What follows belongs to an exercise in optimizing a design on an open flow for small area, a short achievable clock period and few clock cycles per item; a production flow would make more cautious choices. Only simulation tests tie the RTL to the original design; equivalence was not proved. Power is estimated from default activity; no workload was simulated.

**flow/config.mk**
```make
export PLATFORM = sky130hd
export DESIGN_NAME = link_state_route_table_engine_unit
export DESIGN_NICKNAME = link_state_route_table_engine_unit
export VERILOG_FILES = /design/flow/design.v
export SDC_FILE = /design/flow/constraint.sdc
export NUM_CORES = 4
export LEC_CHECK = 0
export CAP_MARGIN = 20
export CORE_MARGIN = 2
export CORE_UTILIZATION = 40
export SLEW_MARGIN = 20
```
**flow/constraint.sdc**
```tcl
create_clock -name core_clock -period 8.0 [get_ports {clk}]
set_input_delay 1.6000 -clock core_clock [delete_from_list [all_inputs] [get_ports {clk}]]
set_output_delay 1.6000 -clock core_clock [all_outputs]
set_load 0.01 [all_outputs]
```
**flow/design.v**
```verilog
package lsrte_pkg;
  localparam int BUCKETS     = 10;
  localparam int SLOTS       = 3;
  localparam int PATH_LEN    = 10;
  localparam int BUCKET_SPAN = 1000;
  localparam int ENTRIES     = BUCKETS * SLOTS;
  localparam int SETTLED_MAX = PATH_LEN - 1;
  localparam int NODE_W   = 14;
  localparam int COST_W   = 16;
  localparam int KIND_W   = 2;
  localparam int STATUS_W = 3;
  localparam int IDX_W  = (ENTRIES > 1) ? $clog2(ENTRIES) : 1;
  localparam int BASE_W = $clog2(ENTRIES + 1);
  localparam int BKT_W  = $clog2(BUCKETS + 1);
  localparam int SLOT_W = $clog2(SLOTS + 1);
  localparam int PIDX_W = (SETTLED_MAX > 1) ? $clog2(SETTLED_MAX) : 1;
  localparam int CNT_W  = $clog2(SETTLED_MAX + 1);
  localparam logic [KIND_W-1:0] KIND_LOAD   = 2'd0;
  localparam logic [KIND_W-1:0] KIND_ADVERT = 2'd1;
  localparam logic [KIND_W-1:0] KIND_SELECT = 2'd2;
  typedef enum logic [STATUS_W-1:0] {
    ST_OK        = 3'd0,
    ST_IMPROVED  = 3'd1,
    ST_UNCHANGED = 3'd2,
    ST_FULL      = 3'd3,
    ST_EMPTY     = 3'd4
  } status_t;
  typedef struct packed {
    logic [KIND_W-1:0] kind;
    logic [NODE_W-1:0] dest;
    logic [NODE_W-1:0] link;
    logic [COST_W-1:0] metric;
  } in_item_t;
  typedef struct packed {
    status_t           status;
    logic [NODE_W-1:0] chosen_dest;
    logic [COST_W-1:0] chosen_metric;
  } out_item_t;
endpackage
import lsrte_pkg::*;
module link_state_route_table_engine_unit (
  input  logic                      clk,
  input  logic                      rst_n,
  input  logic                      start,
  output logic                      busy,
  input  logic [45:0]               in_data,
  output logic                      out_valid,
  output logic [32:0]               out_data,
  input  logic                      cfg_valid,
  output logic                      cfg_ready,
  input  logic [lsrte_pkg::NODE_W-1:0] cfg_data
);
  typedef lsrte_pkg::in_item_t  in_item_t;
  typedef lsrte_pkg::out_item_t out_item_t;
  typedef lsrte_pkg::status_t   status_t;
  in_item_t          in_w;
  assign in_w = in_item_t'(in_data);
  typedef enum logic [2:0] {S_IDLE, S_PATH, S_DIV, S_SLOT, S_SEL} state_t;
  state_t            state_r;
  in_item_t          item_r;
  logic [NODE_W-1:0] own_node_r;
  logic [COST_W-1:0] sum_r;
  logic [NODE_W-1:0] rem_r;
  logic [BKT_W-1:0]  bkt_r;
  logic [BASE_W-1:0] base_r;
  logic [SLOT_W-1:0] slot_r;
  logic [IDX_W-1:0]  idx_r;
  logic [CNT_W-1:0]  scan_r;
  logic [CNT_W-1:0]  count_r;
  logic [NODE_W-1:0] last_dest_r;
  logic [COST_W-1:0] last_cost_r;
  logic              found_r;
  logic [IDX_W-1:0]  best_idx_r;
  logic [COST_W-1:0] best_cost_r;
  logic [NODE_W-1:0] best_dest_r;
  logic [ENTRIES-1:0] valid_r;
  logic [ENTRIES-1:0] visited_r;
  logic              out_valid_r;
  out_item_t         out_r;
  logic [NODE_W-1:0] dest_mem_r [ENTRIES];
  logic [NODE_W-1:0] hop_mem_r  [ENTRIES];
  logic [COST_W-1:0] cost_mem_r [ENTRIES];
  logic [NODE_W-1:0] path_mem_r [SETTLED_MAX];
  logic              accept_w;
  logic [COST_W:0]   raw_sum_w;
  logic [COST_W-1:0] sat_sum_w;
  logic              slot_live_w;
  logic              ins_w;
  logic              match_w;
  logic              upd_w;
  logic              cand_w;
  logic              take_w;
  logic              fin_found_w;
  logic [IDX_W-1:0]  fin_idx_w;
  logic [COST_W-1:0] fin_cost_w;
  logic [NODE_W-1:0] fin_dest_w;
  logic              sel_done_w;
  logic              path_full_w;
  logic              commit_w;
  logic              div_step_w;
  assign busy      = (state_r != S_IDLE);
  assign cfg_ready = ~busy;
  assign out_valid = out_valid_r;
  assign out_data  = out_r;
  assign accept_w  = start & ~busy;
  always_comb begin
    raw_sum_w   = {1'b0, in_w.metric} + {1'b0, last_cost_r};
    sat_sum_w   = raw_sum_w[COST_W] ? {COST_W{1'b1}} : raw_sum_w[COST_W-1:0];
    div_step_w  = ({2'b00, rem_r} >= COST_W'(BUCKET_SPAN)) && (bkt_r != BKT_W'(BUCKETS));
    slot_live_w = (state_r == S_SLOT) && (slot_r != SLOT_W'(SLOTS));
    ins_w       = slot_live_w && !valid_r[idx_r];
    match_w     = slot_live_w && valid_r[idx_r] && (item_r.kind == KIND_ADVERT) &&
                  (dest_mem_r[idx_r] == item_r.dest);
    upd_w       = match_w && (cost_mem_r[idx_r] > sum_r);
    cand_w      = valid_r[idx_r] && !visited_r[idx_r];
    take_w      = cand_w && (!found_r || (cost_mem_r[idx_r] < best_cost_r));
    fin_found_w = found_r || take_w;
    fin_idx_w   = take_w ? idx_r : best_idx_r;
    fin_cost_w  = take_w ? cost_mem_r[idx_r] : best_cost_r;
    fin_dest_w  = take_w ? dest_mem_r[idx_r] : best_dest_r;
    sel_done_w  = (state_r == S_SEL) && (idx_r == IDX_W'(ENTRIES - 1));
    path_full_w = (count_r >= CNT_W'(SETTLED_MAX));
    commit_w    = sel_done_w && fin_found_w && !path_full_w;
  end
  always_ff @(posedge clk) begin
    if (ins_w) begin
      dest_mem_r[idx_r] <= item_r.dest;
      hop_mem_r[idx_r]  <= (item_r.kind == KIND_LOAD) ? item_r.link : last_dest_r;
      cost_mem_r[idx_r] <= (item_r.kind == KIND_LOAD) ? item_r.metric : sum_r;
    end else if (upd_w) begin
      hop_mem_r[idx_r]  <= last_dest_r;
      cost_mem_r[idx_r] <= sum_r;
    end
    if (commit_w) begin
      path_mem_r[count_r[PIDX_W-1:0]] <= fin_dest_w;
    end
  end
  always_ff @(posedge clk) begin
    if (!rst_n) begin
      state_r     <= S_IDLE;
      own_node_r  <= '0;
      count_r     <= '0;
      last_dest_r <= '0;
      last_cost_r <= '0;
      valid_r     <= '0;
      visited_r   <= '0;
      out_valid_r <= 1'b0;
      found_r     <= 1'b0;
    end else begin
      out_valid_r <= 1'b0;
      if (cfg_valid && cfg_ready) begin
        own_node_r <= cfg_data;
      end
      unique case (state_r)
        S_IDLE: begin
          if (accept_w) begin
            item_r  <= in_w;
            sum_r   <= sat_sum_w;
            rem_r   <= in_w.dest;
            bkt_r   <= '0;
            base_r  <= '0;
            scan_r  <= '0;
            idx_r   <= '0;
            found_r <= 1'b0;
            priority if (in_w.kind == KIND_LOAD) begin
              state_r <= S_DIV;
            end else if (in_w.kind == KIND_ADVERT && in_w.dest != own_node_r) begin
              state_r <= S_PATH;
            end else if (in_w.kind == KIND_SELECT) begin
              state_r <= S_SEL;
            end else begin
              out_valid_r          <= 1'b1;
              out_r.status         <= ST_UNCHANGED;
              out_r.chosen_dest    <= last_dest_r;
              out_r.chosen_metric  <= last_cost_r;
            end
          end
        end
        S_PATH: begin
          if (scan_r == count_r) begin
            state_r <= S_DIV;
          end else if (path_mem_r[scan_r[PIDX_W-1:0]] == item_r.dest) begin
            state_r             <= S_IDLE;
            out_valid_r         <= 1'b1;
            out_r.status        <= ST_UNCHANGED;
            out_r.chosen_dest   <= last_dest_r;
            out_r.chosen_metric <= last_cost_r;
          end else begin
            scan_r <= scan_r + 1'b1;
          end
        end
        S_DIV: begin
          if (div_step_w) begin
            rem_r  <= rem_r - NODE_W'(BUCKET_SPAN);
            bkt_r  <= bkt_r + 1'b1;
            base_r <= base_r + BASE_W'(SLOTS);
          end else if (bkt_r == BKT_W'(BUCKETS)) begin
            state_r             <= S_IDLE;
            out_valid_r         <= 1'b1;
            out_r.status        <= ST_FULL;
            out_r.chosen_dest   <= last_dest_r;
            out_r.chosen_metric <= last_cost_r;
          end else begin
            state_r <= S_SLOT;
            slot_r  <= '0;
            idx_r   <= base_r[IDX_W-1:0];
          end
        end
        S_SLOT: begin
          priority if (!slot_live_w) begin
            state_r             <= S_IDLE;
            out_valid_r         <= 1'b1;
            out_r.status        <= ST_FULL;
            out_r.chosen_dest   <= last_dest_r;
            out_r.chosen_metric <= last_cost_r;
          end else if (ins_w) begin
            valid_r[idx_r]      <= 1'b1;
            visited_r[idx_r]    <= 1'b0;
            state_r             <= S_IDLE;
            out_valid_r         <= 1'b1;
            out_r.status        <= ST_OK;
            out_r.chosen_dest   <= last_dest_r;
            out_r.chosen_metric <= last_cost_r;
          end else if (match_w) begin
            state_r             <= S_IDLE;
            out_valid_r         <= 1'b1;
            out_r.status        <= upd_w ? ST_IMPROVED : ST_UNCHANGED;
            out_r.chosen_dest   <= last_dest_r;
            out_r.chosen_metric <= last_cost_r;
          end else begin
            slot_r <= slot_r + 1'b1;
            idx_r  <= idx_r + 1'b1;
          end
        end
        S_SEL: begin
          if (take_w) begin
            found_r     <= 1'b1;
            best_idx_r  <= idx_r;
            best_cost_r <= cost_mem_r[idx_r];
            best_dest_r <= dest_mem_r[idx_r];
          end
          if (sel_done_w) begin
            state_r     <= S_IDLE;
            out_valid_r <= 1'b1;
            priority if (!fin_found_w) begin
              last_dest_r         <= '0;
              last_cost_r         <= '0;
              out_r.status        <= ST_EMPTY;
              out_r.chosen_dest   <= '0;
              out_r.chosen_metric <= '0;
            end else if (path_full_w) begin
              out_r.status        <= ST_FULL;
              out_r.chosen_dest   <= last_dest_r;
              out_r.chosen_metric <= last_cost_r;
            end else begin
              visited_r[fin_idx_w] <= 1'b1;
              count_r              <= count_r + 1'b1;
              last_dest_r          <= fin_dest_w;
              last_cost_r          <= fin_cost_w;
              out_r.status         <= ST_OK;
              out_r.chosen_dest    <= fin_dest_w;
              out_r.chosen_metric  <= fin_cost_w;
            end
          end else begin
            idx_r <= idx_r + 1'b1;
          end
        end
        default: begin
          state_r <= S_IDLE;
        end
      endcase
    end
  end
endmodule
```
**flow/run.sh**
```bash
#!/bin/bash
# synth_recipe.tcl (not shown) runs the flow's synth.tcl, then flattens the netlist and writes it again
# the make line also repeats each setting of config.mk as NAME=value (left out here)
make -C /OpenROAD-flow-scripts/flow DESIGN_CONFIG=/design/flow/config.mk WORK_HOME=/design/flow/orfs CLKGATE_MAP_FILE= SYNTH_SCRIPT=/design/flow/synth_recipe.tcl finish
```
==> reports/results.tsv <==
stage	metric	value	unit
yosys	synth_top_area_share	65.6	%
setup_path	path_class	register to register	
sta	slew_headroom	28.4	%
route	ant_nets	0	
power_and_ir_drop	p_per_area	308	nW/µm²
yosys	synth_ff_type	edfxtp_1	
sta	drv_slew	0	
layout	syn_to_final_growth	15.0	%
setup_path	endpoint_kind	register	
clock_tree	clk_pin_slew	0.07	ns
power_and_ir_drop	ir_drop	234	µV
flow_run	drv_cap	0	
setup_path	cp_data_required_time	8.62	ns
global_route	grt_pass1_wl	196000	µm
global_route	grt_start_max_net_pins	82	
clock_tree	postCtsSetupBuffers	0	
status	status	timing/DRC/antenna clean	
sta	period_share	89.7	%
setup_path	start_kind	register	
floorplanning	core	133000	µm²
clock_tree	cts_buffers	130	
floorplanning	rows	134	
layout	drive_gt1_share	19.6	%
route	postRouteWirelength	133000	µm
yosys	netlist-cell-type-count	86	
yosys	syn-num-nets	3370	
global_route	grt_use_total	19.4	%
route	routed-via-count	29400	
yosys	synthTopCellsByArea	edfxtp_1, mux4_2, dfxtp_1	
yosys	netlist_area	53700	µm²
sta	rsz0062_at_grt	false	
yosys	synth_area_leader_cell	edfxtp_1	
route	drc	0	
yosys	ys_warn_count	1	
worst_hold_path	min_path_type	register to register	
floorplanning	start_util	40.3	%
layout	layout.cells.non_filler	5300	
clock_tree	cts_hold_buf	0	
yosys	synth.avg_cell_area	16.6	µm²
clock_tree	cts_resized	0	
worst_hold_path	hold_path.startpoint	visited_r[15]	
sta	skew	0.0302	ns
place	place_hpwl	84000	µm
power_and_ir_drop	p_leak	20.3	nW
sta	fin_tns_setup	0	ns
floorplanning	die_w	371	µm
global_route	grt_pass1_vias	29300	
setup_path	rr_endpoint	visited_r[25]	
place	io_buffer_count	85	
floorplanning	die_h	371	µm
setup_path	crit_fanout	21	
sta	max_freq	0.139	GHz
setup_path	worstRegToRegCells	18	
layout	fillCellCount	11500	
sta	final_hold_viol_count	0	
clock_tree	insertion_delay	0.76	ns
yosys	ys_ff_latch	1295	
worst_hold_path	hold_depth	2	
global_route	grt_antenna_before_repair	3	
yosys	ys_seq_area_share	70.1	%
route	viasPerCell	5.55	
clock_tree	clockBufferDepth	3	
clock_tree	cts_root_buffer	clkbuf_16	
global_route	grt_overflow	0	
clock_tree	h-tree-depth	4	
clock_tree	cts_tree	done	
sta	setup_viol	0	
setup_path	worst-r2r-setup-slack	0.82	ns
sta	fin_crit	7.18	ns
place	place_congestion	0.852	
clock_tree	cts.sinks	1295	
layout	layout.nets	3565	
route	drt_iter0_drc	2521	
yosys	async_flop_share	0	%
place	dp_cells	5070	
route	firstDrtPassIters	5	
layout	diodes	0	
sta	tightest_slew	1.07	ns
yosys	syn_inst	3239	
setup_path	worstPathArrival	7.79	ns
yosys	synth_edf_count	1173	
floorplanning	dieArea	137000	µm²
route	wire_per_inst	25.1	µm
worst_hold_path	min_to	visited_r[15]	
floorplanning	io_pins	100	
kinds of logic after synthesis:
kind of cell,after synthesis,share of synthesized area [%]
DFF,1295,70.1
and+or+nand+nor,638,5.56
muxes,465,13.9
AOI/OAI and AO/OA,431,5.43
buffers and inverters,259,2.10
xor gates and xnor gates,84,1.37
adders and majority gates,67,1.57
metal layers:
metal,track usage (%),share of wire (%)
met1,27.6,45
met5,0,0
met4,4.61,1.8
met3,3.73,6.1
met2,30.7,47
worst max-delay path: stages, from the launching register on:
cell,delay [ns]
dfxtp_4,0.68
buf_4,0.42
mux4_2,0.55
mux4_2,0.47
mux2_2,0.35
ha_1,0.32
a21o_1,0.16
a21o_1,0.18
a21oi_1,0.28
nand3_1,0.16
o21ai_2,0.53
nand3_2,0.47
mux2i_1,0.39
ha_1,0.50
nand2_1,0.13
xnor2_1,0.41
nor3b_1,0.10
o21ai_0,0.76
o21ai_0,0.15
report_power, final:
| part | leakage [nW] | switching, mW | internal [mW] | total [mW] |
|---|---|---|---|---|
| clock network | 1.98 | 2.57 | 3.35 | 5.92 |
| registers | 11.6 | 0.244 | 7.84 | 8.08 |
| logic | 6.72 | 3.03 | 2.00 | 5.03 |
| total | 20.3 | 5.85 | 13.2 | 19.0 |
cell type report:
cell class / instances / area (µm²) / area share [%]
clock inverters: 72 / 651 / 1.05
inverters: 94 / 353 / 0.571
multi-input cells: 1685 / 15500 / 25.0
well taps: 1768 / 2210 / 3.58
flip-flops and latches: 1295 / 37700 / 61.0
clock buffers: 158 / 3420 / 5.54
repair buffers: 228 / 2000 / 3.24
cells in the final DEF (no fill, tap or decap), drive strengths merged, types with 66 or more instances in the layout:
| cell type | synthesis | final |
|---|---|---|
| nand2 | 217 | 217 |
| edfxtp | 1173 | 1173 |
| o21ai | 120 | 120 |
| mux4 | 217 | 217 |
| clkdlybuf4s50 | 0 | 84 |
| clkbuf | 85 | 158 |
| buf | 80 | 144 |
| mux2i | 186 | 186 |
| inv | 92 | 101 |
| ha | 66 | 66 |
| dfxtp | 122 | 122 |
| nor2 | 192 | 192 |
Yosys cell counts (all sizes together), types with 35 or more instances:
master / number
edfxtp: 1173
mux4: 217
nand2: 217
nor2: 192
mux2i: 186
dfxtp: 122
o21ai: 120
inv: 92
clkbuf: 85
buf: 80
ha: 66
a21oi: 62
mux2: 62
nand3: 51
a22oi: 50
xnor2: 43
xor2: 41
a211oi: 35
registers in the layout, indices dropped and copies added (netlist names), 11 cells and up, named ones only:
register and flops:
sum_r 16, best_dest_r 14, item_r 32, cost_mem_r 480, own_node_r 14, last_cost_r 16
path_mem_r 126, last_dest_r 14, valid_r 30, rem_r 11, out_r 33, dest_mem_r 420
visited_r 30, best_cost_r 16
worst max-delay path by stage:
stage / start / end
after floorplan: register / visited_r[14]
after global placement: register / visited_r[14]
after detailed placement: register / visited_r[14]
after CTS: register / visited_r[14]
after global routing: register / visited_r[14]
final: register / visited_r[25]
stage by stage:
step                util, %  hold slack, ns  power [mW]  cell area [µm²]  worst slack, ns
finish                 46.3           0.458        19.0            61800            0.823
global route           46.3           0.483        19.8            61800            0.338
CTS                    46.2           0.461        19.1            61700            0.813
detailed placement     43.2           0.451        13.3            57600            0.823
global placement       43.2           0.443        13.2            57600            0.932
floorplan                 -           0.432        11.5            53700             1.02
Testbench counts, summed over its fixed seeds: cycles 240,358, items 15,812.

==> separate check: timing with driven ports <==
In the flow no input, the clock included, has a driving cell. The finished layout below was timed again as built, in two steps. Step 1 assumes that a clkbuf_16 drives the clock port and a buf_2 every other input. Step 2, shift: input delay + t, output delay - t, t = (earliest + latest rising clock arrival at the registers) / 2. This alone moves slack from input paths to output paths. Three values: no drivers, after step 1, after step 2; two values: the first two.
t (ns): 0.819
slack for setup (ns): 0.823 / 0.823 / 0.823
hold WS [ns]: 0.458 / 0.458 / 0.458
worst setup path at the end: register to register
worst data-port slew with drivers (ns): 0.12
After both steps this run still meets setup and hold. For this run, drivers alone change the setup slack by 0.000 ns; drivers and shift together by 0.000 ns.
